What follows belongs to an exercise in optimizing a design on an open flow for small area, a short achievable clock period and few clock cycles per item; a production flow would make more cautious choices.
Function was checked by simulation only, so behaviour that the tests miss may differ from the original.
Power figures rest on the tool's default switching activity, not on a simulated workload.

**flow/design.v**
```verilog
`timescale 1ns / 1ps
package acm_pkg;
   localparam int SPAN_X_RESET = 1820;
   localparam int SPAN_Y_RESET = 980;
   localparam int MARGIN_RESET = 50;
   function automatic logic [24:0] div_step(input logic [24:0] w, input logic [8:0] d);
      logic [9:0] x, y, g, p, gg, pp, g2, p2, c, t;
      logic ge;
      x = w[24:15];
      y = ~{1'b0, d};
      g = x & y;
      p = x ^ y;
      gg = g;
      pp = p;
      for (int s = 1; s < 10; s = s * 2) begin
         g2 = gg;
         p2 = pp;
         for (int i = 0; i < 10; i++) begin
            if (i >= s) begin
               g2[i] = gg[i] | (pp[i] & gg[i-s]);
               p2[i] = pp[i] & pp[i-s];
            end
         end
         gg = g2;
         pp = p2;
      end
      c[0] = 1'b1;
      for (int i = 1; i < 10; i++) c[i] = gg[i-1] | pp[i-1];
      ge = gg[9] | pp[9];
      t  = p ^ c;
      if (ge) div_step = {t[8:0], w[14:0], 1'b1};
      else    div_step = {x[8:0], w[14:0], 1'b0};
   endfunction
   function automatic logic [45:0] csa(input logic [22:0] x, input logic [22:0] y,
                                       input logic [22:0] z);
      logic [22:0] s, c;
      s = x ^ y ^ z;
      c = ((x & y) | (x & z) | (y & z)) << 1;
      csa = {s, c};
   endfunction
   function automatic logic [45:0] mul_cs(input logic [13:0] span, input logic [8:0] mag);
      logic [22:0] r0, r1, r2, r3, r4, r5, r6, r7, r8;
      logic [22:0] a0, a1, a2, a3, a4, a5, b0, b1, b2, b3, c0, c1;
      r0 = mag[0] ? (23'(span) << 0) : 23'd0;
      r1 = mag[1] ? (23'(span) << 1) : 23'd0;
      r2 = mag[2] ? (23'(span) << 2) : 23'd0;
      r3 = mag[3] ? (23'(span) << 3) : 23'd0;
      r4 = mag[4] ? (23'(span) << 4) : 23'd0;
      r5 = mag[5] ? (23'(span) << 5) : 23'd0;
      r6 = mag[6] ? (23'(span) << 6) : 23'd0;
      r7 = mag[7] ? (23'(span) << 7) : 23'd0;
      r8 = mag[8] ? (23'(span) << 8) : 23'd0;
      {a0, a1} = csa(r0, r1, r2);
      {a2, a3} = csa(r3, r4, r5);
      {a4, a5} = csa(r6, r7, r8);
      {b0, b1} = csa(a0, a1, a2);
      {b2, b3} = csa(a3, a4, a5);
      {c0, c1} = csa(b0, b1, b2);
      mul_cs = csa(c0, c1, b3);
   endfunction
   function automatic logic [8:0] half_turn(input logic [8:0] v);
      if (v < 9'd180) half_turn = v + 9'd180;
      else            half_turn = v - 9'd180;
   endfunction
endpackage
`timescale 1ns / 1ps
module acm_front (
   input  logic        clock,
   input  logic        reset,
   input  logic        adv,
   input  logic        req_valid,
   input  logic [23:0] req_data,
   input  logic [2:0]  req_kind,
   output logic        o_v,
   output logic        o_pv,
   output logic        o_sx,
   output logic        o_sy,
   output logic [1:0]  o_la,
   output logic [1:0]  o_ra,
   output logic [8:0]  o_dx,
   output logic [8:0]  o_dy,
   output logic [8:0]  o_ex,
   output logic [8:0]  o_ey
);
   logic       v0_ff;
   logic       st0_ff, isa0_ff, isb0_ff, ism0_ff;    
   logic [8:0] y0_ff, p0_ff;
   logic       lb0_ff, rb0_ff;
   logic signed [10:0] lo0_ff, hi0_ff, lo1_ff, hi1_ff;
   logic signed [10:0] yq;
   logic               ylo;
   assign yq  = $signed({2'b00, req_data[8:0]});
   assign ylo = (req_data[8:0] < 9'd180);
   always_ff @(posedge clock) begin
      if (reset) v0_ff <= 1'b0;
      else if (adv) v0_ff <= req_valid;
      if (adv) begin
         lo0_ff <= yq - 11'sd181;
         hi0_ff <= yq + 11'sd181;
         lo1_ff <= ylo ? yq - 11'sd1 : yq - 11'sd361;
         hi1_ff <= ylo ? yq + 11'sd361 : yq + 11'sd1;
         st0_ff  <= (req_kind == 3'd0);
         isa0_ff <= (req_kind == 3'd1);
         isb0_ff <= (req_kind == 3'd2);
         ism0_ff <= (req_kind == 3'd3);
         y0_ff  <= req_data[8:0];
         p0_ff  <= req_data[17:9];
         lb0_ff <= req_data[18];
         rb0_ff <= req_data[19];
      end
   end
   logic [8:0] a_ff, b_ff, ap_ff, bp_ff;
   logic       ka_ff, kb_ff, sh_ff, pl_ff, pr_ff;
   logic       v1_ff, isa1_ff, isb1_ff, ism1_ff;
   logic [8:0] t1_ff, p1_ff;
   logic [1:0] la1_ff, ra1_ff;
   logic is_a, is_b, is_m, upd;
   logic [8:0] t, a_n, b_n;
   logic wrap;
   always_comb begin
      is_a = isa0_ff;
      is_b = isb0_ff;
      is_m = ism0_ff;
      upd  = adv && v0_ff;
   end
   acm_rec u_rec (
      .y      (y0_ff),
      .lo0    (lo0_ff),
      .hi0    (hi0_ff),
      .lo1    (lo1_ff),
      .hi1    (hi1_ff),
      .a      (a_ff),
      .b      (b_ff),
      .sh     (sh_ff),
      .is_a   (is_a),
      .is_b   (is_b),
      .ka     (ka_ff),
      .kb     (kb_ff),
      .t      (t),
      .a_n    (a_n),
      .b_n    (b_n),
      .wrap   (wrap)
   );
   always_ff @(posedge clock) begin
      if (reset) begin
         ka_ff <= 1'b0;
         kb_ff <= 1'b0;
         sh_ff <= 1'b0;
         pl_ff <= 1'b0;
         pr_ff <= 1'b0;
         v1_ff <= 1'b0;
      end else if (adv) begin
         v1_ff <= v0_ff;
         if (v0_ff) begin
            if (st0_ff) begin
               ka_ff <= 1'b0;
               kb_ff <= 1'b0;
               sh_ff <= 1'b0;
            end
            if (is_a) ka_ff <= 1'b1;
            if (is_b) kb_ff <= 1'b1;
            if (is_a || is_b) sh_ff <= wrap;
            if (is_m) begin
               pl_ff <= lb0_ff;
               pr_ff <= rb0_ff;
            end
         end
      end
      if (upd && (is_a || is_b)) begin
         a_ff <= a_n;
         b_ff <= b_n;
      end
      if (upd && is_a) ap_ff <= p0_ff;
      if (upd && is_b) bp_ff <= p0_ff;
      if (adv) begin
         isa1_ff <= is_a;
         isb1_ff <= is_b;
         ism1_ff <= is_m;
         t1_ff   <= t;
         p1_ff   <= p0_ff;
         la1_ff  <= is_m ? {!lb0_ff && pl_ff, lb0_ff && !pl_ff} : 2'd0;
         ra1_ff  <= is_m ? {!rb0_ff && pr_ff, rb0_ff && !pr_ff} : 2'd0;
      end
   end
   logic       v2_ff, pv2_ff, sx2_ff, sy2_ff;
   logic [1:0] la2_ff, ra2_ff;
   logic [8:0] dx2_ff, dy2_ff, ex2_ff, ey2_ff;
   logic       pv, sx, sy;
   logic [8:0] adx, ady, aex, aey;
   acm_delta u_delta (
      .a     (a_ff),
      .b     (b_ff),
      .ap    (ap_ff),
      .bp    (bp_ff),
      .t     (t1_ff),
      .p     (p1_ff),
      .is_a  (isa1_ff),
      .is_b  (isb1_ff),
      .calc  (isa1_ff || isb1_ff || ism1_ff),
      .known (ka_ff && kb_ff),
      .pv    (pv),
      .sx    (sx),
      .sy    (sy),
      .adx   (adx),
      .ady   (ady),
      .aex   (aex),
      .aey   (aey)
   );
   always_ff @(posedge clock) begin
      if (reset) v2_ff <= 1'b0;
      else if (adv) v2_ff <= v1_ff;
      if (adv) begin
         pv2_ff <= pv;
         sx2_ff <= sx;
         sy2_ff <= sy;
         la2_ff <= la1_ff;
         ra2_ff <= ra1_ff;
         dx2_ff <= adx;
         dy2_ff <= ady;
         ex2_ff <= aex;
         ey2_ff <= aey;
      end
   end
   assign o_v  = v2_ff;
   assign o_pv = pv2_ff;
   assign o_sx = sx2_ff;
   assign o_sy = sy2_ff;
   assign o_la = la2_ff;
   assign o_ra = ra2_ff;
   assign o_dx = dx2_ff;
   assign o_dy = dy2_ff;
   assign o_ex = ex2_ff;
   assign o_ey = ey2_ff;
endmodule
module acm_rec (
   input  logic [8:0]         y,
   input  logic signed [10:0] lo0,
   input  logic signed [10:0] hi0,
   input  logic signed [10:0] lo1,
   input  logic signed [10:0] hi1,
   input  logic [8:0]         a,
   input  logic [8:0]         b,
   input  logic               sh,
   input  logic               is_a,
   input  logic               is_b,
   input  logic               ka,
   input  logic               kb,
   output logic [8:0]         t,        
   output logic [8:0]         a_n,      
   output logic [8:0]         b_n,
   output logic               wrap
);
   logic [8:0] hy, hhy, ht, ha, hb;
   logic signed [10:0] as, bs;
   logic far_a, far_b;
   always_comb begin
      hy    = acm_pkg::half_turn(y);
      hhy   = (y >= 9'd360) ? y - 9'd360 : y;
      t     = sh ? hy : y;
      ht    = sh ? hhy : hy;
      ha    = acm_pkg::half_turn(a);
      hb    = acm_pkg::half_turn(b);
      as    = $signed({2'b00, a});
      bs    = $signed({2'b00, b});
      far_a = sh ? ((lo1 >= as) || (hi1 <= as)) : ((lo0 >= as) || (hi0 <= as));
      far_b = sh ? ((lo1 >= bs) || (hi1 <= bs)) : ((lo0 >= bs) || (hi0 <= bs));
      wrap  = is_a ? (far_b && kb) : (far_a && ka);
      if (is_a) begin
         a_n = wrap ? ht : t;
         b_n = wrap ? hb : b;
      end else begin
         a_n = wrap ? ha : a;
         b_n = wrap ? ht : t;
      end
   end
endmodule
module acm_delta (
   input  logic [8:0] a,
   input  logic [8:0] b,
   input  logic [8:0] ap,
   input  logic [8:0] bp,
   input  logic [8:0] t,
   input  logic [8:0] p,
   input  logic       is_a,
   input  logic       is_b,
   input  logic       calc,
   input  logic       known,
   output logic       pv,
   output logic       sx,
   output logic       sy,
   output logic [8:0] adx,
   output logic [8:0] ady,
   output logic [8:0] aex,
   output logic [8:0] aey
);
   logic [9:0] ex_p, ex_n, dx_p, dx_n, ey_p, ey_n, dy_p, dy_n;
   logic exneg, eyneg, dxneg, dyneg;
   always_comb begin
      ex_p = {1'b0, b} - {1'b0, a};
      ex_n = {1'b0, a} - {1'b0, b};
      dx_p = {1'b0, t} - {1'b0, a};
      dx_n = {1'b0, a} - {1'b0, t};
      ey_p = {bp[8], bp} - {ap[8], ap};
      ey_n = {ap[8], ap} - {bp[8], bp};
      dy_p = {p[8], p} - {ap[8], ap};
      dy_n = {ap[8], ap} - {p[8], p};
      exneg = ex_p[9];
      eyneg = ey_p[9];
      aex = exneg ? ex_n[8:0] : ex_p[8:0];
      aey = eyneg ? ey_n[8:0] : ey_p[8:0];
      if (is_a) begin
         dxneg = 1'b0;
         adx   = 9'd0;
      end else if (is_b) begin
         dxneg = exneg;
         adx   = aex;
      end else begin
         dxneg = dx_p[9];
         adx   = dx_p[9] ? dx_n[8:0] : dx_p[8:0];
      end
      dyneg = dy_p[9];
      ady   = dy_p[9] ? dy_n[8:0] : dy_p[8:0];
      pv = calc && known && (ex_p != 10'd0) && (ey_p != 10'd0);
      sx = dxneg ^ exneg;
      sy = dyneg ^ eyneg;
   end
endmodule
`timescale 1ns / 1ps
module acm_queue (
   input  logic        clock,
   input  logic        reset,
   input  logic        push,
   input  logic [36:0] push_rsp,
   input  logic        rsp_ready,
   output logic        rsp_valid,
   output logic [36:0] rsp,
   output logic        adv
);
   logic        hv_ff, sv_ff, adv_ff;
   logic [36:0] head_ff, skid_ff;
   logic        pop, load_head;
   logic [1:0]  cnt_next;
   assign pop       = hv_ff && rsp_ready;
   assign load_head = pop || !hv_ff;
   assign cnt_next  = 2'(hv_ff) + 2'(sv_ff) + 2'(push) - 2'(pop);
   always_ff @(posedge clock) begin
      if (reset) begin
         hv_ff  <= 1'b0;
         sv_ff  <= 1'b0;
         adv_ff <= 1'b1;
      end else begin
         hv_ff  <= load_head ? (sv_ff || push) : 1'b1;
         sv_ff  <= load_head ? (sv_ff && push) : (sv_ff || push);
         adv_ff <= (cnt_next <= 2'd1);
      end
      if (load_head) head_ff <= sv_ff ? skid_ff : push_rsp;
      if (push && (sv_ff || !load_head)) skid_ff <= push_rsp;
   end
   assign rsp_valid = hv_ff;
   assign rsp       = head_ff;
   assign adv       = adv_ff;
endmodule
`timescale 1ns / 1ps
module acm_back (
   input  logic        clock,
   input  logic        reset,
   input  logic        adv,
   input  logic        i_v,
   input  logic        i_pv,
   input  logic        i_sx,
   input  logic        i_sy,
   input  logic [1:0]  i_la,
   input  logic [1:0]  i_ra,
   input  logic [8:0]  i_dx,
   input  logic [8:0]  i_dy,
   input  logic [8:0]  i_ex,
   input  logic [8:0]  i_ey,
   input  logic [13:0] span_x,
   input  logic [13:0] span_y,
   input  logic [11:0] margin_x,
   input  logic [11:0] margin_y,
   output logic        o_v,
   output logic [36:0] o_rsp       
);
   localparam int NST = 8;
   logic        vc_ff, pvc_ff, sxc_ff, syc_ff;
   logic [1:0]  lac_ff, rac_ff;
   logic [22:0] sxs_ff, sxc2_ff, sys_ff, syc2_ff;
   logic [8:0]  exc_ff, eyc_ff;
   logic [45:0] mx_cs, my_cs;
   acm_mul u_mul_x (.span(span_x), .mag(i_dx), .cs(mx_cs));
   acm_mul u_mul_y (.span(span_y), .mag(i_dy), .cs(my_cs));
   always_ff @(posedge clock) begin
      if (reset) vc_ff <= 1'b0;
      else if (adv) vc_ff <= i_v;
      if (adv) begin
         pvc_ff <= i_pv;
         sxc_ff <= i_sx;
         syc_ff <= i_sy;
         lac_ff <= i_la;
         rac_ff <= i_ra;
         {sxs_ff, sxc2_ff} <= mx_cs;
         {sys_ff, syc2_ff} <= my_cs;
         exc_ff <= i_ex;
         eyc_ff <= i_ey;
      end
   end
   logic        vm_ff, pvm_ff, sxm_ff, sym_ff;
   logic [1:0]  lam_ff, ram_ff;
   logic [22:0] nxm_ff, nym_ff;
   logic [8:0]  exm_ff, eym_ff;
   logic [22:0] nx, ny;
   logic [8:0]  ex0, ey0;
   acm_cpa u_cpa_x (.s(sxs_ff), .c(sxc2_ff), .e(exc_ff), .n(nx), .e_out(ex0));
   acm_cpa u_cpa_y (.s(sys_ff), .c(syc2_ff), .e(eyc_ff), .n(ny), .e_out(ey0));
   always_ff @(posedge clock) begin
      if (reset) vm_ff <= 1'b0;
      else if (adv) vm_ff <= vc_ff;
      if (adv) begin
         pvm_ff <= pvc_ff;
         sxm_ff <= sxc_ff;
         sym_ff <= syc_ff;
         lam_ff <= lac_ff;
         ram_ff <= rac_ff;
         nxm_ff <= nx;
         nym_ff <= ny;
         exm_ff <= ex0;
         eym_ff <= ey0;
      end
   end
   logic        v_ff  [NST];
   logic        pv_ff [NST];
   logic        sx_ff [NST];
   logic        sy_ff [NST];
   logic [1:0]  la_ff [NST];
   logic [1:0]  ra_ff [NST];
   logic [24:0] wx_ff [NST];
   logic [24:0] wy_ff [NST];
   logic [8:0]  ex_ff [NST];
   logic [8:0]  ey_ff [NST];
   logic [24:0] wx_n [NST];
   logic [24:0] wy_n [NST];
   acm_div4 u_div_x0 (.w({2'b00, nxm_ff}), .d(exm_ff), .w_out(wx_n[0]));
   acm_div4 u_div_y0 (.w({2'b00, nym_ff}), .d(eym_ff), .w_out(wy_n[0]));
   always_ff @(posedge clock) begin
      if (reset) v_ff[0] <= 1'b0;
      else if (adv) v_ff[0] <= vm_ff;
      if (adv) begin
         pv_ff[0] <= pvm_ff;
         sx_ff[0] <= sxm_ff;
         sy_ff[0] <= sym_ff;
         la_ff[0] <= lam_ff;
         ra_ff[0] <= ram_ff;
         wx_ff[0] <= wx_n[0];
         wy_ff[0] <= wy_n[0];
         ex_ff[0] <= exm_ff;
         ey_ff[0] <= eym_ff;
      end
   end
   for (genvar s = 1; s < NST; s++) begin : g_div
      acm_div4 u_div_x (.w(wx_ff[s-1]), .d(ex_ff[s-1]), .w_out(wx_n[s]));
      acm_div4 u_div_y (.w(wy_ff[s-1]), .d(ey_ff[s-1]), .w_out(wy_n[s]));
      always_ff @(posedge clock) begin
         if (reset) v_ff[s] <= 1'b0;
         else if (adv) v_ff[s] <= v_ff[s-1];
         if (adv) begin
            pv_ff[s] <= pv_ff[s-1];
            sx_ff[s] <= sx_ff[s-1];
            sy_ff[s] <= sy_ff[s-1];
            la_ff[s] <= la_ff[s-1];
            ra_ff[s] <= ra_ff[s-1];
            wx_ff[s] <= wx_n[s];
            wy_ff[s] <= wy_n[s];
            ex_ff[s] <= ex_ff[s-1];
            ey_ff[s] <= ey_ff[s-1];
         end
      end
   end
   logic pv_l;
   logic [15:0] px, py;
   acm_place u_place_x (.q(wx_ff[NST-1][15:0]), .neg(sx_ff[NST-1]), .m(margin_x), .p(px));
   acm_place u_place_y (.q(wy_ff[NST-1][15:0]), .neg(sy_ff[NST-1]), .m(margin_y), .p(py));
   assign pv_l = pv_ff[NST-1];
   assign o_v  = v_ff[NST-1];
   assign o_rsp = {pv_l, ra_ff[NST-1], la_ff[NST-1], pv_l ? py : 16'd0, pv_l ? px : 16'd0};
endmodule
module acm_mul (
   input  logic [13:0] span,
   input  logic [8:0]  mag,
   output logic [45:0] cs
);
   assign cs = acm_pkg::mul_cs(span, mag);
endmodule
module acm_cpa (
   input  logic [22:0] s,
   input  logic [22:0] c,
   input  logic [8:0]  e,
   output logic [22:0] n,
   output logic [8:0]  e_out
);
   assign n     = s + c;
   assign e_out = ({2'b00, n[22:16]} >= e) ? 9'd0 : e;
endmodule
module acm_div4 (
   input  logic [24:0] w,
   input  logic [8:0]  d,
   output logic [24:0] w_out
);
   logic [11:0] x, nd1, nd2, cs_s, cs_c, u1, u2, u3;
   logic [8:0]  r;
   logic [1:0]  q;
   always_comb begin
      x    = {1'b0, w[24:14]};
      nd1  = ~{3'b000, d};
      nd2  = ~{2'b00, d, 1'b0};
      cs_s = x ^ nd1 ^ nd2;
      cs_c = {(x[10:0] & nd1[10:0]) | (x[10:0] & nd2[10:0]) | (nd1[10:0] & nd2[10:0]), 1'b0};
      u1   = x + nd1 + 12'd1;
      u2   = x + nd2 + 12'd1;
      u3   = cs_s + cs_c + 12'd2;
      if (!u3[11])      begin q = 2'd3; r = u3[8:0]; end
      else if (!u2[11]) begin q = 2'd2; r = u2[8:0]; end
      else if (!u1[11]) begin q = 2'd1; r = u1[8:0]; end
      else              begin q = 2'd0; r = x[8:0];  end
      w_out = {r, w[13:0], q};
   end
endmodule
module acm_place (
   input  logic [15:0] q,
   input  logic        neg,
   input  logic [11:0] m,
   output logic [15:0] p
);
   logic [17:0] s;
   always_comb begin
      if (!neg) begin
         s = {2'b00, q} + {6'd0, m};
         p = (s > 18'd32767) ? 16'h7fff : s[15:0];
      end else begin
         s = {6'd0, m} - {2'b00, q};
         p = ($signed(s) < -18'sd32768) ? 16'h8000 : s[15:0];
      end
   end
endmodule
`timescale 1ns / 1ps
module angle_to_cursor_calibrated_mapper_top (
   input  logic        clock,
   input  logic        reset,
   input  logic        req_tvalid,
   output logic        req_tready,
   input  logic [23:0] req_tdata,    
   input  logic [2:0]  req_tuser,    
   output logic        rsp_tvalid,
   input  logic        rsp_tready,
   output logic [39:0] rsp_tdata,    
   output logic [0:0]  rsp_tuser,    
   input  logic        csr_we,
   input  logic [1:0]  csr_index,
   input  logic [13:0] csr_wdata
);
   logic [13:0] span_x_ff, span_y_ff;
   logic [11:0] margin_x_ff, margin_y_ff;
   always_ff @(posedge clock) begin
      if (reset) begin
         span_x_ff   <= 14'(acm_pkg::SPAN_X_RESET);
         span_y_ff   <= 14'(acm_pkg::SPAN_Y_RESET);
         margin_x_ff <= 12'(acm_pkg::MARGIN_RESET);
         margin_y_ff <= 12'(acm_pkg::MARGIN_RESET);
      end else if (csr_we) begin
         case (csr_index)
            2'd0: span_x_ff   <= csr_wdata;
            2'd1: span_y_ff   <= csr_wdata;
            2'd2: margin_x_ff <= csr_wdata[11:0];
            default: margin_y_ff <= csr_wdata[11:0];
         endcase
      end
   end
   logic        adv;
   logic        f_v, f_pv, f_sx, f_sy;
   logic [1:0]  f_la, f_ra;
   logic [8:0]  f_dx, f_dy, f_ex, f_ey;
   logic        b_v;
   logic [36:0] b_rsp, q_rsp;
   acm_front u_front (
      .clock     (clock),
      .reset     (reset),
      .adv       (adv),
      .req_valid (req_tvalid),
      .req_data  (req_tdata),
      .req_kind  (req_tuser),
      .o_v       (f_v),
      .o_pv      (f_pv),
      .o_sx      (f_sx),
      .o_sy      (f_sy),
      .o_la      (f_la),
      .o_ra      (f_ra),
      .o_dx      (f_dx),
      .o_dy      (f_dy),
      .o_ex      (f_ex),
      .o_ey      (f_ey)
   );
   acm_back u_back (
      .clock    (clock),
      .reset    (reset),
      .adv      (adv),
      .i_v      (f_v),
      .i_pv     (f_pv),
      .i_sx     (f_sx),
      .i_sy     (f_sy),
      .i_la     (f_la),
      .i_ra     (f_ra),
      .i_dx     (f_dx),
      .i_dy     (f_dy),
      .i_ex     (f_ex),
      .i_ey     (f_ey),
      .span_x   (span_x_ff),
      .span_y   (span_y_ff),
      .margin_x (margin_x_ff),
      .margin_y (margin_y_ff),
      .o_v      (b_v),
      .o_rsp    (b_rsp)
   );
   acm_queue u_queue (
      .clock     (clock),
      .reset     (reset),
      .push      (adv && b_v),
      .push_rsp  (b_rsp),
      .rsp_ready (rsp_tready),
      .rsp_valid (rsp_tvalid),
      .rsp       (q_rsp),
      .adv       (adv)
   );
   assign req_tready = adv;
   assign rsp_tdata  = {4'b0000, q_rsp[35:0]};
   assign rsp_tuser  = q_rsp[36];
endmodule
```
**flow/run.sh**
```bash
#!/bin/bash
# synth_recipe.tcl (not shown) runs the flow's synth.tcl, then flattens the netlist and writes it again
# the make line also repeats each setting of config.mk as NAME=value (left out here)
make -C /OpenROAD-flow-scripts/flow DESIGN_CONFIG=/design/flow/config.mk WORK_HOME=/design/flow/orfs CLKGATE_MAP_FILE= SYNTH_SCRIPT=/design/flow/synth_recipe.tcl finish
```
**flow/config.mk**
```make
export PLATFORM = sky130hd
export DESIGN_NAME = angle_to_cursor_calibrated_mapper_top
export DESIGN_NICKNAME = angle_to_cursor_calibrated_mapper_top
export VERILOG_FILES = /design/flow/design.v
export SDC_FILE = /design/flow/constraint.sdc
export NUM_CORES = 4
export LEC_CHECK = 0
export CAP_MARGIN = 20
export CORE_MARGIN = 2
export CORE_UTILIZATION = 55
export PLACE_DENSITY = 0.8
export SETUP_SLACK_MARGIN = 4
export SLEW_MARGIN = 20
export SYNTH_HIERARCHICAL = 1
```
**flow/constraint.sdc**
```tcl
create_clock -name core_clock -period 7.5 [get_ports {clock}]
set_input_delay 1.5000 -clock core_clock [delete_from_list [all_inputs] [get_ports {clock}]]
set_output_delay 1.5000 -clock core_clock [all_outputs]
set_load 0.01 [all_outputs]
```
==> results of run 1 <==
## cell type report
class | instances | area share
multi-input combinational | 5185 | 0.521
antenna | 1 | 0.0000278
inverter | 968 | 0.0405
clock inverter | 77 | 0.00819
timing repair buffer | 250 | 0.0240
tap | 2016 | 0.0280
clock buffer | 125 | 0.0314
sequential | 1062 | 0.346
## routing by layer
metal | track usage | wire, um | vias to the layer above | share of wire
met2 | 0.389 | 87900 | 1354 | 0.50
met3 | 0.0278 | 7350 | 345 | 0.042
met5 | 0 | 0 | - | 0
met1 | 0.290 | 75100 | 27600 | 0.43
met4 | 0.0765 | 6150 | 0 | 0.035
li1 | - | - | 26900 | -
## through the flow
stage                     instances  hold slack (ps)  utilization
final                          9684              404        0.601
after global routing           9683              412        0.601
after floorplan                7613              400            -
after CTS                      9578              402        0.590
after detailed placement       9311              405        0.559
after global placement         9311              400        0.559
## layout by cell type, fill, tap and decap left out, types with 126 or more instances in the layout
cell type	n
buf_4	158
nor3_1	164
nor2_1	346
xnor2_1	170
nand2b_1	136
edfxtp_1	989
o21a_1	126
nand2_1	394
a21oi_1	332
fa_1	350
inv_1	953
and2_1	180
ha_1	878
o21ai_0	166
## state kept, by name (all words and copies together) (netlist names), 23 cells and up
name	flops
u_back.nxm_ff	23
u_back.sxs_ff	23
u_back.nym_ff	23
u_back.sys_ff	23
u_back.sxc2_ff	23
u_back.wx_ff	191
u_back.ex_ff	63
u_back.syc2_ff	23
u_queue.skid_ff	37
u_back.wy_ff	191
u_back.ey_ff	63
u_queue.head_ff	37
## worst min-delay path by stage
stage / slack, ps / from / cells after the start / end
after floorplan: 400 / u_front.ex2_ff[0]$_DFFE_PP_ / 0 / u_back.exc_ff[0]$_DFFE_PP_
after global placement: 400 / u_back.ra_ff[6][0]$_DFFE_PP_ / 0 / u_back.ra_ff[7][0]$_DFFE_PP_
after detailed placement: 400 / u_back.sx_ff[3]$_DFFE_PP_ / 0 / u_back.sx_ff[4]$_DFFE_PP_
after CTS: 400 / u_back.wx_ff[5][7]$_DFFE_PP_ / 0 / u_back.wx_ff[6][9]$_DFFE_PP_
after global routing: 410 / u_back.wx_ff[3][2]$_DFFE_PP_ / 0 / u_back.wx_ff[4][4]$_DFFE_PP_
final: 400 / u_back.wx_ff[5][7]$_DFFE_PP_ / 0 / u_back.wx_ff[6][9]$_DFFE_PP_
## where the power goes
part | switching, uW | total (uW) | internal, uW
sequential | 1250 | 10000 | 8790
combinational | 12900 | 23500 | 10600
clock | 2380 | 5390 | 3010
## repair_timing
action	CTS	global route
pin swaps	51	57
buffers inserted	63	94
cloned	2	11
gates resized for setup	89	154
setup endpoints to repair	195	164
==> summary.txt, run 1 <==
Clocking
  • Worst-case clock buffer depth: 3
  • CTS Buf Count: 106
  • Clock transition at path regs: 60 ps
  • TritonCTS clock tree: done
  • Latest clock arrival within the worst-skew pair: 730 ps
  • Hold buffers post-CTS: 0
  • H-tree depth: 3
  • Clock sink total: 1062
  • Clock root buffer: clkbuf_16

Drt
  • WL/cell: 18.2 um
  • Antenna viol nets, final: 0
  • Initial drt markers: 3695
  • Vias per inst: 5.80
  • WL final: 177000 um
  • DR vias: 56200
  • # DRC: 0
  • DR pass1 iterations: 6

GRT
  • Number of global-route vias before repair: 56000
  • Overflow after GRT: 0
  • Largest net degree at the start of global routing: 184
  • Overall Global Routing Usage: 0.224
  • Initial antenna violation count: 1
  • First-pass GRT wire length: 284000 um

Logic synthesis
  • Syn Inst Count: 7576
  • Yosys Warn Count: 37
  • Avg Synthesized Cell Area: 10.9 um2
  • Post-Syn Area: 0.0828 mm2

STA
  • Finish-stage setup viols: 0
  • Period minus WS final: 3510 ps
  • Max Fclk: 285 MHz
  • Final hold violations: 0
  • Setup tns final: 0 ps
  • Post-route setup slack: 3990 ps
  • Slew @ Worst Pin: 1070 ps
  • Unrepaired setup endpoints after global routing: true
  • Slew Limit Fails: 0
  • Slew HR: 0.283
  • Final cycle utilization of the critical path: 0.468
  • Clock Skews: 30.7 ps

Critical path
  • Critical path depth in cells: 13
  • Max stage delay cell, worst path: edfxtp_1
  • CP max stage delay: 420 ps
  • FF-to-FF End: u_queue.head_ff[7]$_DFFE_PN_
  • R2r startpoint: u_back.wx_ff[7][0]$_DFFE_PP_
  • Critical Path RT: 7980 ps
  • Crit path cell chain: ha_2, inv_2, fa_2, o21bai_4, a211o_1, a2111oi_4, o311ai_4, a2111o_1, and2_4, a2111oi_4, a41oi_2, and2_4, mux2_4
  • R2R Setup Slk: 3990 ps
  • Critical Path Sink: u_queue.head_ff[7]$_DFFE_PN_
  • CP Buf/Inv Count: 1
  • Worst Path Max Fanout: 7
  • Worst Setup Path Type: reg2reg
  • Startpoint types: flip-flop
  • Crit end category: flip-flop
  • Crit-path leading delay family: compound AO/OA/AOI/OAI gates
  • Worst setup path start: u_back.wx_ff[7][0]$_DFFE_PP_
  • Crit path arrival time: 3990 ps
  • R2R depth: 13

Final layout
  • Multi-input logic area: 0.0469 mm2
  • Area growth syn-to-layout: 8.67%
  • Sequential standard cell area: 0.0312 mm2
  • Layout cells sized above 1: 0.114
  • Filler instances: 11800
  • Final instance area: 0.0900 mm2
  • Final nets: 8890

Placed design
  • Placed cell area: 0.0836 mm2
  • GP Congestion: 0.930
  • Port Buffers: 82
  • DP HPWL: 131000 um
  • Pre-CTS setup slack: 2970 ps

Worst hold path
  • Hold Path Class: reg2reg

Floorplan
  • Chip width: 392 um
  • Initial Util: 0.553
  • Die height: 392 um
  • Row count: 142
  • I/O pin count: 91
  • Core region area: 0.150 mm2
  • Die Area: 0.154 mm2

Power and ir drop
  • PD cells: 433 mW/mm2
  • Max VDD drop: 0.000279 V
  • Leakage Power: 0.0390 uW
  • Pwr Total: 38900 uW

Job
  • Max_cap viols: 0

Outcome
  • Run status: no timing/DRC/antenna violations
Testbench counts, summed over its fixed seeds: cycles 2,512, items 2,400.
==> run 2: changes to the inputs <==
--- a/flow/config.mk
+++ b/flow/config.mk
@@ -7,8 +7,8 @@
 export LEC_CHECK = 0
 export CAP_MARGIN = 20
 export CORE_MARGIN = 2
-export CORE_UTILIZATION = 55
-export PLACE_DENSITY = 0.8
+export CORE_UTILIZATION = 40
+export CTS_BUF_LIST = sky130_fd_sc_hd__clkbuf_8
 export SETUP_SLACK_MARGIN = 4
 export SLEW_MARGIN = 20
 export SYNTH_HIERARCHICAL = 1
==> summary.txt, run 2 <==
Logic synthesis
  • Post-Syn Area: 0.0828 mm2
  • Yosys Warn Count: 37
  • Syn Inst Count: 7576
  • Avg Synthesized Cell Area: 10.9 um2

Critical path
  • Crit end category: flip-flop
  • Critical Path RT: 8160 ps
  • Worst Path Max Fanout: 7
  • CP max stage delay: 410 ps
  • Critical path's most frequent cell: a2111oi_4
  • Worst Setup Path Type: reg2reg
  • Max stage delay cell, worst path: edfxtp_1
  • Crit path cell chain: ha_2, inv_2, fa_2, o21bai_4, a211o_1, a2111oi_4, o311ai_4, a2111o_1, and2_4, buf_4, a2111oi_4, a31oi_1, and2_1, mux2_2
  • CP Buf/Inv Count: 2
  • Crit path arrival time: 4210 ps
  • Crit-path leading delay family: compound AO/OA/AOI/OAI gates
  • Startpoint types: flip-flop

Placed design
  • Port Buffers: 82
  • Placed insts: 9985
  • GP Congestion: 0.881
  • DP HPWL: 133000 um

STA
  • Slew HR: 0.257
  • Final cycle utilization of the critical path: 0.474
  • Setup tns final: 0 ps
  • Slew @ Worst Pin: 1110 ps
  • Max Fclk: 281 MHz
  • Clock Skews: 35.7 ps
  • Finish-stage setup viols: 0
  • Unrepaired setup endpoints after global routing: true
  • Final hold violations: 0
  • Slew Limit Fails: 0
  • Period minus WS final: 3560 ps
  • WHS: 398 ps

Drt
  • WL final: 179000 um
  • Initial drt markers: 2997
  • DR vias: 55000
  • DR pass1 iterations: 5
  • WL/cell: 17.1 um
  • Antenna viol nets, final: 0
  • Vias per inst: 5.27
  • # DRC: 0

Job
  • Max_cap viols: 0

Floorplan
  • I/O pin count: 91
  • Chip width: 459 um
  • Row count: 166
  • Core region area: 0.205 mm2
  • Initial Util: 0.403
  • Die Area: 0.211 mm2
  • Die height: 459 um

Final layout
  • Commonest non-fill, non-tap cell in the layout: inv_1
  • Area growth syn-to-layout: 9.43%
  • Layout cells sized above 1: 0.118
  • Commonest cells after routing, fill and taps aside: 994 x inv_1, 989 x edfxtp_1, 893 x ha_1
  • Post-route insts no fill: 10500
  • Filler instances: 19100
  • Final nets: 8940
  • Largest regs: u_back.wx_ff (191), u_back.wy_ff (191)
  • Post-Route Utilization: 0.441

Power and ir drop
  • Leakage Power: 0.0392 uW
  • Max VDD drop: 0.000389 V
  • PD cells: 424 mW/mm2

GRT
  • Overflow after GRT: 0
  • Overall Global Routing Usage: 0.165
  • Initial antenna violation count: 5
  • Number of global-route vias before repair: 55600
  • First-pass GRT wire length: 289000 um
  • Largest net degree at the start of global routing: 205

Clocking
  • Clock sink total: 1062
  • CTS Buf Count: 175
  • H-tree depth: 4
  • Latest clock arrival within the worst-skew pair: 910 ps
  • Clock transition at path regs: 60 ps
  • Worst-case clock buffer depth: 3
  • Clock root buffer: clkbuf_8
  • TritonCTS clock tree: done

Worst hold path
  • Hold Path Class: reg2reg

Outcome
  • Run status: no timing/DRC/antenna violations
run 2: changes by cell type in the layout (fill, tap and decap cells not counted), sizes merged, moves of 4 or more:
cell / previous run / this run
diode: 1 / 5
buf: 168 / 147
inv: 977 / 1025
clkinv: 50 / 55
clkdlybuf4s50: 79 / 75
bufinv: 8 / 14
clkbuf: 127 / 181
run 2: through the flow:
step / area [um2] / setup WS, ps / power, uW
finish: 90600 / 3940 / 38400
global route: 90600 / 3840 / 41800
CTS: 89000 / 3870 / 37300
detailed placement: 84400 / 2890 / 31100
global placement: 84400 / 2930 / 30600
floorplan: 83000 / -320 / 27300
run 2: area by class of cell:
type,instances,area [um2],area share
inverter,968,3640,0.0402
antenna,5,12.5,0.000138
clock inverter,134,1050,0.0116
sequential,1062,31200,0.344
tap,2688,3360,0.0371
clock buffer,180,2480,0.0273
timing repair buffer,229,2040,0.0225
multi-input combinational,5187,46800,0.517
run 2: power by group:
group | leakage [uW] | switching, uW | internal (uW)
logic | 0.0262 | 12700 | 10500
registers | 0.0111 | 1250 | 8790
clock network | 0.00196 | 2450 | 2750
total | 0.0392 | 16400 | 22000
run 2: worst paths after layout:
| check | start | to | slack [ps] | depth (start not counted) |
|---|---|---|---|---|
| max | u_back.wx_ff[7][0]$_DFFE_PP_ | u_queue.head_ff[11]$_DFFE_PN_ | 3940 | 14 |
| min | u_back.wx_ff[5][10]$_DFFE_PP_ | u_back.wx_ff[6][12]$_DFFE_PP_ | 400 | 0 |
| max reg2reg | u_back.wx_ff[7][0]$_DFFE_PP_ | u_queue.head_ff[11]$_DFFE_PN_ | 3940 | 14 |
| min reg2reg | u_back.wx_ff[5][10]$_DFFE_PP_ | u_back.wx_ff[6][12]$_DFFE_PP_ | 400 | 0 |
run 2: timing repair:
action	CTS	global route
cloned	6	9
hold buffers	0	0
endpoints found under the setup margin	206	187
pin swaps	42	56
setup buffers	58	75
gates resized for setup	98	148
hold endpoints to repair	0	0
run 2: layer usage:
layer | track usage | share of wire
met2 | 0.282 | 0.49
met4 | 0.0431 | 0.021
met5 | 0 | 0
met3 | 0.0236 | 0.032
met1 | 0.219 | 0.46
==> run 3: changes to the inputs <==
--- a/flow/config.mk
+++ b/flow/config.mk
@@ -8,7 +8,7 @@
 export CAP_MARGIN = 20
 export CORE_MARGIN = 2
 export CORE_UTILIZATION = 40
-export CTS_BUF_LIST = sky130_fd_sc_hd__clkbuf_8
+export CTS_BUF_LIST = sky130_fd_sc_hd__clkbuf_4 sky130_fd_sc_hd__clkbuf_8
 export SETUP_SLACK_MARGIN = 4
 export SLEW_MARGIN = 20
 export SYNTH_HIERARCHICAL = 1
==> summary.txt, run 3 <==
Placed design
  • Port Buffers: 82
  • Placed insts: 9985
  • GP Congestion: 0.881
  • DP HPWL: 133000 um
  • Placed cell area: 0.0844 mm2
  • Pre-CTS setup slack: 2890 ps

STA
  • Unrepaired setup endpoints after global routing: true
  • Final cycle utilization of the critical path: 0.474
  • Period minus WS final: 3550 ps
  • Post-route setup slack: 3950 ps
  • Finish-stage setup viols: 0
  • Final hold violations: 0
  • Slew Limit Fails: 0
  • Max Fclk: 281 MHz
  • Setup tns final: 0 ps
  • Clock Skews: 36.1 ps
  • Slew HR: 0.263
  • Slew @ Worst Pin: 1100 ps

Critical path
  • Max stage delay cell, worst path: edfxtp_1
  • Critical Path Sink: u_queue.head_ff[11]$_DFFE_PN_
  • R2R Setup Slk: 3950 ps
  • Crit end category: flip-flop
  • FF-to-FF End: u_queue.head_ff[11]$_DFFE_PN_
  • Crit path arrival time: 4210 ps
  • Worst Setup Path Type: reg2reg
  • Critical Path RT: 8150 ps
  • Crit path cell chain: ha_2, inv_2, fa_2, o21bai_4, a211o_1, a2111oi_4, o311ai_4, a2111o_1, and2_4, buf_4, a2111oi_4, a31oi_1, and2_1, mux2_2
  • Worst Path Max Fanout: 7
  • Startpoint types: flip-flop
  • Critical path's most frequent cell: a2111oi_4
  • R2r startpoint: u_back.wx_ff[7][0]$_DFFE_PP_
  • CP max stage delay: 410 ps
  • R2R depth: 14
  • Worst setup path start: u_back.wx_ff[7][0]$_DFFE_PP_

Clocking
  • Clock transition at path regs: 70 ps
  • H-tree depth: 4
  • CTS Buf Count: 175
  • Latest clock arrival within the worst-skew pair: 900 ps
  • TritonCTS clock tree: done
  • Clock root buffer: clkbuf_8
  • Clock sink total: 1062
  • Worst-case clock buffer depth: 3

Logic synthesis
  • Yosys Warn Count: 37
  • Syn Inst Count: 7576
  • Post-Syn Area: 0.0828 mm2
  • Avg Synthesized Cell Area: 10.9 um2

GRT
  • Number of global-route vias before repair: 55700
  • Initial antenna violation count: 5
  • Overall Global Routing Usage: 0.165
  • First-pass GRT wire length: 289000 um
  • Overflow after GRT: 0
  • Largest net degree at the start of global routing: 205

Floorplan
  • Initial Util: 0.403
  • Chip width: 459 um
  • Die height: 459 um
  • Row count: 166
  • I/O pin count: 91
  • Core region area: 0.205 mm2
  • Die Area: 0.211 mm2

Drt
  • DR pass1 iterations: 5
  • Initial drt markers: 3024
  • WL final: 179000 um
  • WL/cell: 17.1 um
  • # DRC: 0
  • Antenna viol nets, final: 0
  • Vias per inst: 5.27
  • DR vias: 55100

Final layout
  • Final nets: 8940
  • Final instance area: 0.0908 mm2
  • Post-route insts no fill: 10500
  • Layout cells sized above 1: 0.123
  • Commonest non-fill, non-tap cell in the layout: edfxtp_1
  • Filler instances: 19100
  • Area growth syn-to-layout: 9.65%
  • Largest regs: u_back.wx_ff (191), u_back.wy_ff (191)
  • Commonest cells after routing, fill and taps aside: 989 x edfxtp_1, 948 x inv_1, 893 x ha_1

Power and ir drop
  • Leakage Power: 0.0392 uW
  • Max VDD drop: 0.000389 V
  • PD cells: 426 mW/mm2

Worst hold path
  • Hold Path Class: reg2reg

Job
  • Max_cap viols: 0

Outcome
  • Run status: no timing/DRC/antenna violations
## run 3: cell count changes in the layout (fill, tap and decap cells not counted)
cell      change
diode_2       +2
inv_1        -46
clkbuf_4     +46
## run 3: critical path: cells and delay by family (launching register included)
family                   cells  cell delay (ps)
AND/OR/NAND/NOR              2              390
AO/OA/AOI/OAI                7             1610
adder cells (fa/ha/maj)      2              430
flip-flops                   1              410
buffers and inverters        2              200
multiplexers                 1              250
## run 3: repair_timing
| item | 4_1_cts | 5_1_grt |
|---|---|---|
| pin swaps | 42 | 56 |
| setup buffers | 58 | 75 |
| endpoints found under the setup margin | 206 | 184 |
| gates cloned | 6 | 9 |
| hold buffers | 0 | 0 |
| resized for setup | 98 | 148 |
## run 3: layer usage
metal  share of wire  track usage
met5               0            0
met3           0.032       0.0236
met1            0.46        0.219
met4           0.021       0.0429
met2            0.49        0.282
## run 3: final cells by class
| cell class | instances | area (um2) | area share |
|---|---|---|---|
| Clock inverter | 88 | 875 | 0.00964 |
| Multi-Input combinational cell | 5187 | 46800 | 0.516 |
| Clock buffer | 226 | 2820 | 0.0311 |
| Antenna cell | 7 | 17.5 | 0.000193 |
| Tap cell | 2688 | 3360 | 0.0371 |
| Sequential cell | 1062 | 31200 | 0.343 |
| Timing Repair Buffer | 229 | 2040 | 0.0225 |
| Inverter | 968 | 3640 | 0.0401 |
## run 3: where the power goes
| part | leakage (uW) | internal (uW) | total (uW) | switching [uW] |
|---|---|---|---|---|
| registers | 0.0111 | 8790 | 10000 | 1250 |
| clock network | 0.00192 | 2980 | 5420 | 2440 |
| logic | 0.0262 | 10500 | 23200 | 12700 |
## run 3: through the flow
step           hold WS, ps  utilization  power (uW)
2_1_floorplan          400            -       27300
3_3_place_gp           400        0.411       30600
3_5_place_dp           405        0.411       31100
4_1_cts                388        0.435       37500
5_1_grt                408        0.442       42000
6_report               397        0.442       38600
## run 3: worst min path at each step
stage                                  from                            end  slack (ps)  cells after the start
2_1_floorplan   u_front.ex2_ff[0]$_DFFE_PP_     u_back.exc_ff[0]$_DFFE_PP_         400                      0
4_1_cts        u_back.wx_ff[2][6]$_DFFE_PP_   u_back.wx_ff[3][8]$_DFFE_PP_         390                      0
3_5_place_dp   u_back.la_ff[0][1]$_DFFE_PP_   u_back.la_ff[1][1]$_DFFE_PP_         400                      0
5_1_grt           u_back.pv_ff[1]$_DFFE_PP_      u_back.pv_ff[2]$_DFFE_PP_         410                      0
6_report       u_back.wx_ff[3][9]$_DFFE_PP_  u_back.wx_ff[4][11]$_DFFE_PP_         400                      0
3_3_place_gp       u_front.pv2_ff$_DFFE_PP_        u_back.pvc_ff$_DFFE_PP_         400                      0
==> run 4: changes to the inputs <==
--- a/flow/config.mk
+++ b/flow/config.mk
@@ -5,10 +5,9 @@
 export SDC_FILE = /design/flow/constraint.sdc
 export NUM_CORES = 4
 export LEC_CHECK = 0
-export CAP_MARGIN = 20
+export CAP_MARGIN = 0
 export CORE_MARGIN = 2
 export CORE_UTILIZATION = 40
-export CTS_BUF_LIST = sky130_fd_sc_hd__clkbuf_4 sky130_fd_sc_hd__clkbuf_8
 export SETUP_SLACK_MARGIN = 4
-export SLEW_MARGIN = 20
+export SLEW_MARGIN = 0
 export SYNTH_HIERARCHICAL = 1
==> summary.txt, run 4 <==
Critical path
  • Startpoint types: flip-flop
  • Worst Setup Path Type: reg2reg
  • Worst Path Max Fanout: 3
  • Crit path arrival time: 4020 ps
  • Crit end category: flip-flop
  • Critical Path RT: 7990 ps

Final layout
  • Largest regs: u_back.wx_ff (191), u_back.wy_ff (191)
  • Filler instances: 19000
  • Multi-input logic area: 0.0470 mm2
  • Commonest non-fill, non-tap cell in the layout: edfxtp_1
  • Final nets: 8871
  • Commonest cells after routing, fill and taps aside: 989 x edfxtp_1, 949 x inv_1, 892 x ha_1
  • Sequential standard cell area: 0.0312 mm2
  • Area growth syn-to-layout: 10.0%
  • Final instance area: 0.0911 mm2
  • Post-Route Utilization: 0.444
  • Layout cells sized above 1: 0.113

STA
  • Slew HR: 0.244
  • Post-route setup slack: 3960 ps
  • Period minus WS final: 3540 ps
  • Clock Skews: 27.6 ps
  • WHS: 399 ps
  • Slew Limit Fails: 0
  • Max Fclk: 283 MHz
  • Finish-stage setup viols: 0
  • Unrepaired setup endpoints after global routing: true
  • Final hold violations: 0
  • Slew @ Worst Pin: 1130 ps
  • Final cycle utilization of the critical path: 0.472

Drt
  • Vias per inst: 5.28
  • WL/cell: 17.2 um
  • Initial drt markers: 3102
  • # DRC: 0
  • Antenna viol nets, final: 0
  • DR pass1 iterations: 7
  • WL final: 178000 um
  • DR vias: 54600

Power and ir drop
  • Max VDD drop: 0.000272 V
  • Sequential share of power: 0.257
  • Switch Pwr: 16400 uW
  • Switching Share: 0.419
  • Leakage Power: 0.0391 uW
  • Clk network pwr share: 0.151
  • PD cells: 430 mW/mm2
  • Internal power: 22700 uW
  • Combinational Power Share: 0.593

GRT
  • Number of global-route vias before repair: 55000
  • Overflow after GRT: 0
  • Overall Global Routing Usage: 0.164
  • Initial antenna violation count: 0
  • Largest net degree at the start of global routing: 205
  • First-pass GRT wire length: 287000 um

Floorplan
  • Chip width: 459 um
  • Core region area: 0.205 mm2
  • I/O pin count: 91
  • Row count: 166
  • Initial Util: 0.403
  • Die height: 459 um
  • Die Area: 0.211 mm2

Logic synthesis
  • Avg Synthesized Cell Area: 10.9 um2
  • Yosys Warn Count: 37
  • Post-Syn Area: 0.0828 mm2
  • Syn Inst Count: 7576

Job
  • Max_cap viols: 0

Placed design
  • Pre-CTS setup slack: 2890 ps
  • DP HPWL: 133000 um
  • GP Congestion: 0.881
  • Placed cell area: 0.0844 mm2
  • Port Buffers: 82

Clocking
  • Latest clock arrival within the worst-skew pair: 750 ps
  • CTS Buf Count: 113
  • Clock root buffer: clkbuf_16
  • Clock transition at path regs: 60 ps
  • Worst-case clock buffer depth: 3
  • TritonCTS clock tree: done
  • Clock sink total: 1062
  • H-tree depth: 3
  • Hold buffers post-CTS: 0

Worst hold path
  • Hold Path Class: reg2reg

Outcome
  • Run status: no timing/DRC/antenna violations
[run 4: power by group through the flow]
stage	Combinational, uW	Sequential [uW]	Clock, uW
floorplan	17700	9580	0
global placement	20400	10200	0
detailed placement	20900	10200	0
CTS	21900	10100	6090
global route	26000	10200	6300
finish	23200	10100	5900
[run 4: worst max-delay path, cell delays in order (launching register included)]
cell and delay, ps:
edfxtp_1 410, ha_2 210, inv_2 60, fa_2 230
o21bai_4 80, a211o_1 300, a2111oi_4 460, o311ai_4 160
a2111o_1 390, buf_4 170, a21boi_2 210, o22ai_1 120
and2_1 230, mux2_2 270
[run 4: metal layers]
metal  GRT usage  vias to the layer above  wire, um
met5           0                        -         0
met1       0.219                    26700     81800
li1            -                    26900         -
met3      0.0208                      225      5520
met4      0.0370                        0      3730
met2       0.283                      753     86900
[run 4: path summary, 6_finish.rpt]
path / depth (start not counted) / start / end / slack, ps
worst min-delay path: 0 / u_back.wy_ff[1][2]$_DFFE_PP_ / u_back.wy_ff[2][4]$_DFFE_PP_ / 400
worst min register to register: 0 / u_back.wy_ff[1][2]$_DFFE_PP_ / u_back.wy_ff[2][4]$_DFFE_PP_ / 400
worst max register to register: 13 / u_back.wy_ff[7][0]$_DFFE_PP_ / u_queue.head_ff[17]$_DFFE_PN_ / 3960
worst max-delay path: 13 / u_back.wy_ff[7][0]$_DFFE_PP_ / u_queue.head_ff[17]$_DFFE_PN_ / 3960
[run 4: area by class of cell]
type,count,area share
multi-input combinational,5190,0.516
antenna,2,0.0000550
sequential,1062,0.342
timing repair buffer,219,0.0215
clock buffer,130,0.0323
tap,2688,0.0369
clock inverter,78,0.0108
inverter,968,0.0400
[run 4: what timing repair did]
action | in CTS | in global routing
buffers inserted | 48 | 76
gates cloned | 7 | 11
resized for setup | 102 | 162
pin swaps | 47 | 54
setup endpoints to repair | 208 | 176
[run 4: metrics by stage]
stage               std cells  total power [uW]  TNS (ps)
global route            10300             42500         0
finish                  10300             39100         0
floorplan                7613             27300    -13620
global placement         9985             30600         0
CTS                     10200             38100         0
detailed placement       9985             31100         0
==> run 5: changes to the inputs <==
--- a/flow/config.mk
+++ b/flow/config.mk
@@ -5,9 +5,10 @@
 export SDC_FILE = /design/flow/constraint.sdc
 export NUM_CORES = 4
 export LEC_CHECK = 0
-export CAP_MARGIN = 0
+export ABC_AREA = 1
+export CAP_MARGIN = 20
 export CORE_MARGIN = 2
 export CORE_UTILIZATION = 40
 export SETUP_SLACK_MARGIN = 4
-export SLEW_MARGIN = 0
+export SLEW_MARGIN = 20
 export SYNTH_HIERARCHICAL = 1
==> summary.txt, run 5 <==
Clocking
  • Latest clock arrival within the worst-skew pair: 770 ps
  • Clock transition at path regs: 60 ps
  • Clock sink total: 1062
  • Clock root buffer: clkbuf_16
  • H-tree depth: 4
  • TritonCTS clock tree: done
  • Hold buffers post-CTS: 0
  • Worst-case clock buffer depth: 3
  • CTS Buf Count: 130

STA
  • Max Fclk: 295 MHz
  • WHS: 403 ps
  • Unrepaired setup endpoints after global routing: false
  • Final cycle utilization of the critical path: 0.453
  • Final hold violations: 0
  • Period minus WS final: 3390 ps
  • Finish-stage setup viols: 0
  • Slew HR: 0.358
  • Slew @ Worst Pin: 962 ps
  • Slew Limit Fails: 0
  • Clock Skews: 39.7 ps
  • Setup tns final: 0 ps

Drt
  • Initial drt markers: 3533
  • DR WL met2: 93600 um
  • Uppermost layer routed: met4
  • Vias per inst: 4.72
  • DR pass1 iterations: 6
  • WL met1: 92600 um
  • Antenna viol nets, final: 0
  • DR vias: 65200
  • WL/cell: 14.4 um
  • WL final: 199000 um
  • Wire length on met3: 6550 um
  • # DRC: 0

Worst hold path
  • Hold path endpoint: u_back.wx_ff[2][6]$_DFFE_PP_
  • Hold Path Class: reg2reg
  • Min-delay src: u_back.wx_ff[1][4]$_DFFE_PP_
  • Hold Crit Depth: 0

Floorplan
  • Row count: 173
  • Initial Util: 0.402
  • Die height: 476 um
  • I/O pin count: 91
  • Chip width: 476 um
  • Core region area: 0.222 mm2
  • Die Area: 0.227 mm2

Placed design
  • GP Congestion: 0.913
  • DP HPWL: 158000 um
  • Port Buffers: 82
  • Placed cell area: 0.0907 mm2

Critical path
  • Startpoint types: flip-flop
  • Crit-path leading delay family: buffers and inverters
  • Critical Path RT: 6000 ps
  • Crit end category: output port
  • R2R Setup Slk: 4200 ps
  • Worst Path Max Fanout: 5
  • R2R depth: 6
  • Max stage delay cell, worst path: clkdlybuf4s50_1
  • Worst Setup Path Type: reg2out
  • Crit path arrival time: 1890 ps
  • FF-to-FF End: u_back.sys_ff[8]$_DFFE_PP_
  • CP Buf/Inv Count: 1
  • Crit path cell chain: clkdlybuf4s50_1
  • CP max stage delay: 600 ps
  • R2r startpoint: u_front.dy2_ff[0]$_DFFE_PP_

Logic synthesis
  • Syn Inst Count: 10900
  • Post-Syn Area: 0.0891 mm2
  • Avg Synthesized Cell Area: 8.20 um2
  • Yosys Warn Count: 37

Final layout
  • Largest regs: u_back.wx_ff (191), u_back.wy_ff (191)
  • Area growth syn-to-layout: 6.71%
  • Commonest cells after routing, fill and taps aside: 2967 x nand2_1, 2137 x inv_1, 989 x edfxtp_1
  • Final nets: 12000
  • Filler instances: 21900
  • Commonest non-fill, non-tap cell in the layout: nand2_1
  • Final instance area: 0.0951 mm2
  • Layout cells sized above 1: 0.0675

GRT
  • Largest net degree at the start of global routing: 138
  • Overall Global Routing Usage: 0.177
  • Overflow after GRT: 0
  • Number of global-route vias before repair: 64900
  • First-pass GRT wire length: 328000 um
  • Initial antenna violation count: 2

Power and ir drop
  • Max VDD drop: 0.000280 V
  • Sequential share of power: 0.255
  • Switch Pwr: 17900 uW
  • Clk network pwr share: 0.164
  • Leakage Power: 0.0494 uW
  • Internal power: 21100 uW
  • PD cells: 411 mW/mm2
  • Combinational Power Share: 0.581
  • Switching Share: 0.459

Job
  • Max_cap viols: 0

Outcome
  • Run status: no timing/DRC/antenna violations
==> run 5: layout make-up <==
type | count | area, um2 | share of cell area
diodes | 1 | 2.50 | 0.0000263
clock inverters | 83 | 913 | 0.00960
clock buffers | 150 | 3430 | 0.0361
flip-flops and latches | 1062 | 31200 | 0.328
repair buffers | 108 | 1040 | 0.0109
well taps | 2975 | 3720 | 0.0391
multi-input cells | 7191 | 46400 | 0.488
inverters | 2230 | 8460 | 0.0889
==> run 5: how the worst max path moves through the flow <==
| stage | slack, ps | from | cells after the start | end |
|---|---|---|---|---|
| 3_5_place_dp | 2890 | req_tdata[7] | 12 | u_front.hi1_ff[8]$_DFFE_PP_ |
| 5_1_grt | 4000 | u_front.a_ff[7]$_DFFE_PP_ | 15 | u_front.b_ff[6]$_DFFE_PP_ |
| 3_3_place_gp | 2870 | req_tdata[7] | 12 | u_front.hi1_ff[8]$_DFFE_PP_ |
| 4_1_cts | 4010 | req_tdata[7] | 12 | u_front.hi1_ff[8]$_DFFE_PP_ |
| 2_1_floorplan | -820 | u_queue.adv_ff$_SDFF_PP1_ | 2 | u_front.a_ff[0]$_DFFE_PP_ |
| 6_report | 4110 | u_queue.adv_ff$_SDFF_PP1_ | 1 | req_tready |
==> run 5: what timing repair did <==
item | 4_1_cts | 5_1_grt
buffers inserted | 0 | 1
gates resized for setup | 2 | 7
endpoints found under the setup margin | 12 | 29
==> run 5: through the flow <==
stage | instances | utilization | setup WS, ps | power (uW)
2_1_floorplan | 10900 | - | -821 | 28500
3_3_place_gp | 13600 | 0.409 | 2870 | 32200
3_5_place_dp | 13600 | 0.409 | 2890 | 32800
4_1_cts | 13800 | 0.428 | 4010 | 39500
5_1_grt | 13800 | 0.429 | 4000 | 43500
6_report | 13800 | 0.429 | 4110 | 39000
==> run 5: per-layer routing <==
metal,up-vias,track usage
li1,33600,-
met1,30300,0.233
met2,989,0.300
met3,301,0.0215
met4,0,0.0579
met5,-,0
==> run 5: power groups by stage <==
stage                     Combinational [uW]  Clock (uW)  Sequential [uW]
after detailed placement               22700           0            10100
final                                  22700        6390             9960
after global routing                   26500        6810            10200
after global placement                 22200           0            10100
after floorplan                        18900           0             9540
after CTS                              22900        6600             9990
==> run 6: changes to the inputs <==
--- a/flow/config.mk
+++ b/flow/config.mk
@@ -5,7 +5,6 @@
 export SDC_FILE = /design/flow/constraint.sdc
 export NUM_CORES = 4
 export LEC_CHECK = 0
-export ABC_AREA = 1
 export CAP_MARGIN = 20
 export CORE_MARGIN = 2
 export CORE_UTILIZATION = 40
==> summary.txt, run 6 <==
Final layout
  • Largest regs: u_back.wx_ff (191), u_back.wy_ff (191)
  • Layout cells sized above 1: 0.114
  • Filler instances: 19000
  • Multi-input logic area: 0.0470 mm2
  • Area growth syn-to-layout: 10.0%
  • Sequential standard cell area: 0.0312 mm2
  • Final nets: 8871
  • Commonest non-fill, non-tap cell in the layout: edfxtp_1
  • Commonest cells after routing, fill and taps aside: 989 x edfxtp_1, 949 x inv_1, 891 x ha_1

Floorplan
  • Die height: 459 um
  • Chip width: 459 um
  • I/O pin count: 91
  • Initial Util: 0.403
  • Core region area: 0.205 mm2
  • Row count: 166
  • Die Area: 0.211 mm2

Placed design
  • DP HPWL: 133000 um
  • Port Buffers: 82
  • Pre-CTS setup slack: 2890 ps
  • GP Congestion: 0.881

Clocking
  • Clock root buffer: clkbuf_16
  • H-tree depth: 3
  • TritonCTS clock tree: done
  • Clock sink total: 1062
  • Worst-case clock buffer depth: 3
  • Clock transition at path regs: 60 ps
  • CTS Buf Count: 113
  • Latest clock arrival within the worst-skew pair: 740 ps

Drt
  • DR vias: 54600
  • Initial drt markers: 3075
  • WL/cell: 17.2 um
  • WL final: 178000 um
  • Vias per inst: 5.28
  • Antenna viol nets, final: 0
  • # DRC: 0
  • DR pass1 iterations: 6

STA
  • Final hold violations: 0
  • Slew @ Worst Pin: 1130 ps
  • Finish-stage setup viols: 0
  • Slew Limit Fails: 0
  • Setup tns final: 0 ps
  • Slew HR: 0.247
  • Max Fclk: 284 MHz
  • WHS: 399 ps
  • Period minus WS final: 3520 ps
  • Post-route setup slack: 3980 ps
  • Unrepaired setup endpoints after global routing: true
  • Final cycle utilization of the critical path: 0.469
  • Clock Skews: 26.3 ps

GRT
  • Overflow after GRT: 0
  • Largest net degree at the start of global routing: 205
  • First-pass GRT wire length: 287000 um
  • Overall Global Routing Usage: 0.164
  • Initial antenna violation count: 0
  • Number of global-route vias before repair: 55000

Worst hold path
  • Hold path endpoint: u_back.wy_ff[2][4]$_DFFE_PP_
  • Hold Crit Depth: 0
  • Min-delay src: u_back.wy_ff[1][2]$_DFFE_PP_
  • Hold Path Class: reg2reg

Logic synthesis
  • Syn Inst Count: 7576
  • Yosys Warn Count: 37
  • Post-Syn Area: 0.0828 mm2
  • Avg Synthesized Cell Area: 10.9 um2

Power and ir drop
  • PD cells: 430 mW/mm2
  • Leakage Power: 0.0391 uW
  • Max VDD drop: 0.000271 V

Critical path
  • R2R Setup Slk: 3980 ps
  • FF-to-FF End: u_queue.head_ff[17]$_DFFE_PN_
  • Critical Path RT: 7990 ps
  • R2r startpoint: u_back.wy_ff[7][0]$_DFFE_PP_
  • R2R depth: 13
  • Worst Path Max Fanout: 3
  • Startpoint types: flip-flop
  • Crit end category: flip-flop
  • Crit path arrival time: 4000 ps
  • Worst Setup Path Type: reg2reg

Job
  • Max_cap viols: 0

Outcome
  • Run status: no timing/DRC/antenna violations
run 6: routing by layer:
metal	track usage	wire (um)
met1	0.219	81900
met2	0.283	87100
met3	0.0208	5350
met4	0.0370	3670
met5	0	0
run 6: how the worst max path moves through the flow:
| stage | start | endpoint | slack (ps) | cells past startpoint |
|---|---|---|---|---|
| 2_1_floorplan | u_queue.adv_ff$_SDFF_PP1_ | u_front.a_ff[0]$_DFFE_PP_ | -320 | 3 |
| 6_report | u_back.wy_ff[7][0]$_DFFE_PP_ | u_queue.head_ff[17]$_DFFE_PN_ | 3980 | 13 |
| 4_1_cts | u_front.b_ff[2]$_DFFE_PP_ | u_front.a_ff[6]$_DFFE_PP_ | 3900 | 11 |
| 3_5_place_dp | req_tdata[4] | u_front.lo1_ff[9]$_DFFE_PP_ | 2890 | 9 |
| 3_3_place_gp | req_tdata[4] | u_front.lo1_ff[9]$_DFFE_PP_ | 2930 | 9 |
| 5_1_grt | u_back.wy_ff[7][0]$_DFFE_PP_ | u_queue.head_ff[28]$_DFFE_PN_ | 3850 | 13 |
run 6: cell type report:
class | count | area share
Antenna cell | 2 | 0.0000549
Clock buffer | 130 | 0.0323
Clock inverter | 78 | 0.0108
Inverter | 968 | 0.0400
Multi-Input combinational cell | 5190 | 0.516
Sequential cell | 1062 | 0.342
Tap cell | 2688 | 0.0369
Timing Repair Buffer | 219 | 0.0214
run 6: power by group:
group          total (uW)  internal, uW  switching, uW
sequential          10000          8790           1250
clock                5900          3500           2390
combinational       23200         10400          12700
total               39100         22700          16400
run 6: critical path, stage by stage (launching register included):
cell and delay, ps:
edfxtp_1 400, ha_2 200, inv_2 60, fa_2 230, o21bai_4 80, a211o_1 300
a2111oi_4 460, o311ai_4 160, a2111o_1 390, buf_4 170, a21boi_2 210, o22ai_1 120
and2_1 230, mux2_2 260
run 6: per-stage QoR:
| step | utilization | cells | cell area [um2] | power (uW) |
|---|---|---|---|---|
| after floorplan | - | 7613 | 83000 | 27300 |
| after global placement | 0.411 | 9985 | 84400 | 30600 |
| after detailed placement | 0.411 | 9985 | 84400 | 31100 |
| after CTS | 0.436 | 10200 | 89400 | 38100 |
| after global routing | 0.444 | 10300 | 91100 | 42500 |
| final | 0.444 | 10300 | 91100 | 39100 |
run 6: what timing repair did:
item                                    CTS  global route
buffers inserted                         48            75
gates resized for setup                 102           166
gates cloned                              7            11
pin swaps                                47            72
hold buffers                              0             0
endpoints found under the setup margin  208           176
==> run 7: changes to the inputs <==
--- a/flow/config.mk
+++ b/flow/config.mk
@@ -8,6 +8,7 @@
 export CAP_MARGIN = 20
 export CORE_MARGIN = 2
 export CORE_UTILIZATION = 40
-export SETUP_SLACK_MARGIN = 4
+export SETUP_SLACK_MARGIN = 3.9
 export SLEW_MARGIN = 20
 export SYNTH_HIERARCHICAL = 1
+export TNS_END_PERCENT = 20
==> summary.txt, run 7 <==
Outcome
  • Run status: no timing/DRC/antenna violations

Drt
  • Antenna viol nets, final: 0
  • WL final: 175000 um
  • # DRC: 0
  • DR pass1 iterations: 5
  • Vias per inst: 5.29
  • Initial drt markers: 3240
  • WL/cell: 17.1 um
  • DR vias: 54300

Worst hold path
  • Hold Path Class: reg2reg
  • Hold path endpoint: u_back.wx_ff[2][14]$_DFFE_PP_
  • Min-delay src: u_back.wx_ff[1][12]$_DFFE_PP_
  • Hold Crit Depth: 0

Placed design
  • Pre-CTS setup slack: 2930 ps
  • Placed insts: 9984
  • GP Congestion: 0.883
  • DP HPWL: 134000 um
  • Port Buffers: 82

Critical path
  • Crit path arrival time: 4220 ps
  • Max stage delay cell, worst path: a2111oi_4
  • Crit end category: flip-flop
  • R2R depth: 13
  • Worst Path Max Fanout: 7
  • FF-to-FF End: u_queue.head_ff[12]$_DFFE_PN_
  • CP max stage delay: 480 ps
  • Critical Path RT: 8000 ps
  • Crit path cell chain: ha_2, inv_2, fa_2, o21bai_4, a211o_1, a2111oi_4, o311ai_4, a2111o_1, and2_4, a311oi_1, o21ai_1, and2_1, mux2_2
  • R2R Setup Slk: 3780 ps
  • Startpoint types: flip-flop
  • CP Buf/Inv Count: 1
  • Crit-path leading delay family: compound AO/OA/AOI/OAI gates
  • R2r startpoint: u_back.wx_ff[7][0]$_DFFE_PP_
  • Worst Setup Path Type: reg2reg

Logic synthesis
  • Post-Syn Area: 0.0828 mm2
  • Syn Inst Count: 7576
  • Yosys Warn Count: 37
  • Avg Synthesized Cell Area: 10.9 um2

STA
  • Clock Skews: 63.0 ps
  • Slew Limit Fails: 0
  • Post-route setup slack: 3780 ps
  • Slew @ Worst Pin: 1080 ps
  • Max Fclk: 269 MHz
  • Final cycle utilization of the critical path: 0.495
  • Slew HR: 0.280
  • Finish-stage setup viols: 0
  • Period minus WS final: 3720 ps
  • Final hold violations: 0
  • Unrepaired setup endpoints after global routing: true

GRT
  • Overflow after GRT: 0
  • Overall Global Routing Usage: 0.163
  • Largest net degree at the start of global routing: 191
  • Number of global-route vias before repair: 54800
  • First-pass GRT wire length: 284000 um
  • Initial antenna violation count: 3

Power and ir drop
  • Switching Share: 0.418
  • Internal power: 21900 uW
  • Clk network pwr share: 0.148
  • Sequential share of power: 0.267
  • PD cells: 421 mW/mm2
  • Max VDD drop: 0.000537 V
  • Leakage Power: 0.0386 uW
  • Combinational Power Share: 0.584
  • Switch Pwr: 15700 uW

Clocking
  • CTS Buf Count: 110
  • Clock transition at path regs: 60 ps
  • Latest clock arrival within the worst-skew pair: 760 ps
  • H-tree depth: 3
  • Clock root buffer: clkbuf_16
  • Clock sink total: 1062
  • TritonCTS clock tree: done
  • Worst-case clock buffer depth: 3

Final layout
  • Post-route insts no fill: 10300
  • Commonest non-fill, non-tap cell in the layout: edfxtp_1
  • Largest regs: u_back.wx_ff (191), u_back.wy_ff (191)
  • Area growth syn-to-layout: 8.02%
  • Layout cells sized above 1: 0.0918
  • Final nets: 8804
  • Commonest cells after routing, fill and taps aside: 989 x edfxtp_1, 955 x inv_1, 908 x ha_1

Floorplan
  • Row count: 166
  • Die height: 459 um
  • Core region area: 0.205 mm2
  • Chip width: 459 um
  • Die Area: 0.211 mm2
  • I/O pin count: 91
  • Initial Util: 0.403

Job
  • Max_cap viols: 0
-- run 7: changes by cell type in the layout (fill, tap and decap cells not counted), moves of 12 or more --
cell     change
a21oi_1     +17
a21oi_4     -13
and2_1      +12
and2_4      -12
buf_4       -46
ha_1        +17
-- run 7: worst max-delay path by stage --
stage | startpoint | endpoint | slack [ps] | cells after the start
6_report | u_back.wx_ff[7][0]$_DFFE_PP_ | u_queue.head_ff[12]$_DFFE_PN_ | 3780 | 13
4_1_cts | u_back.syc2_ff[4]$_DFFE_PP_ | u_back.eym_ff[0]$_DFFE_PP_ | 3770 | 15
2_1_floorplan | u_queue.adv_ff$_SDFF_PP1_ | u_front.a_ff[0]$_DFFE_PP_ | -320 | 3
3_5_place_dp | req_tdata[4] | u_front.lo1_ff[9]$_DFFE_PP_ | 2930 | 9
3_3_place_gp | req_tdata[4] | u_front.lo1_ff[9]$_DFFE_PP_ | 2960 | 9
5_1_grt | u_back.wx_ff[7][0]$_DFFE_PP_ | u_queue.head_ff[13]$_DFFE_PN_ | 3680 | 13
-- run 7: cell type report --
class                      count  area [um2]
antenna                        2        5.00
clock buffer                 134        2930
clock inverter                69         803
fill                       19100      116000
inverter                     968        3640
multi-input combinational   5180       46000
sequential                  1062       31200
tap                         2688        3360
timing repair buffer         165        1530
-- run 7: through the flow --
stage               instance area (um2)  hold slack [ps]  total power (uW)  setup TNS (ps)  utilization
floorplan                         82900              400             27300          -13620            -
global placement                  84400              400             30600               0        0.411
detailed placement                84400              405             31100               0        0.411
CTS                               88600              378             37100               0        0.432
global route                      89400              406             41100               0        0.436
finish                            89400              372             37700               0        0.436
-- run 7: worst register-to-register path: cells and delay by family (launching register included) --
kind                       cells  cell delay, ps
and+or+nand+nor                2             410
muxes                          1             260
AOI/OAI and AO/OA              7            1840
DFF                            1             440
buffers and inverters          1              60
adders and majority gates      2             460
-- run 7: power by group through the flow --
stage	clock network, uW	logic [uW]	registers (uW)
6_report	5590	22000	10100
5_1_grt	6000	24800	10200
4_1_cts	5770	21200	10100
3_5_place_dp	0	20900	10200
3_3_place_gp	0	20400	10200
2_1_floorplan	0	17700	9580
-- run 7: layer usage --
layer | routed length, um | track usage | vias to the layer above | share of wire
li1 | - | - | 26700 | -
met1 | 81000 | 0.219 | 26500 | 0.46
met2 | 85000 | 0.278 | 792 | 0.48
met3 | 5340 | 0.0193 | 239 | 0.030
met4 | 3960 | 0.0381 | 2 | 0.023
met5 | 7 | 0 | - | 0.000040
-- run 7: repair_timing --
action	in CTS	in global routing
setup endpoints to repair	140	193
hold buffers	0	0
pin swaps	17	24
resized for setup	41	68
buffers inserted	32	38
gates cloned	2	6
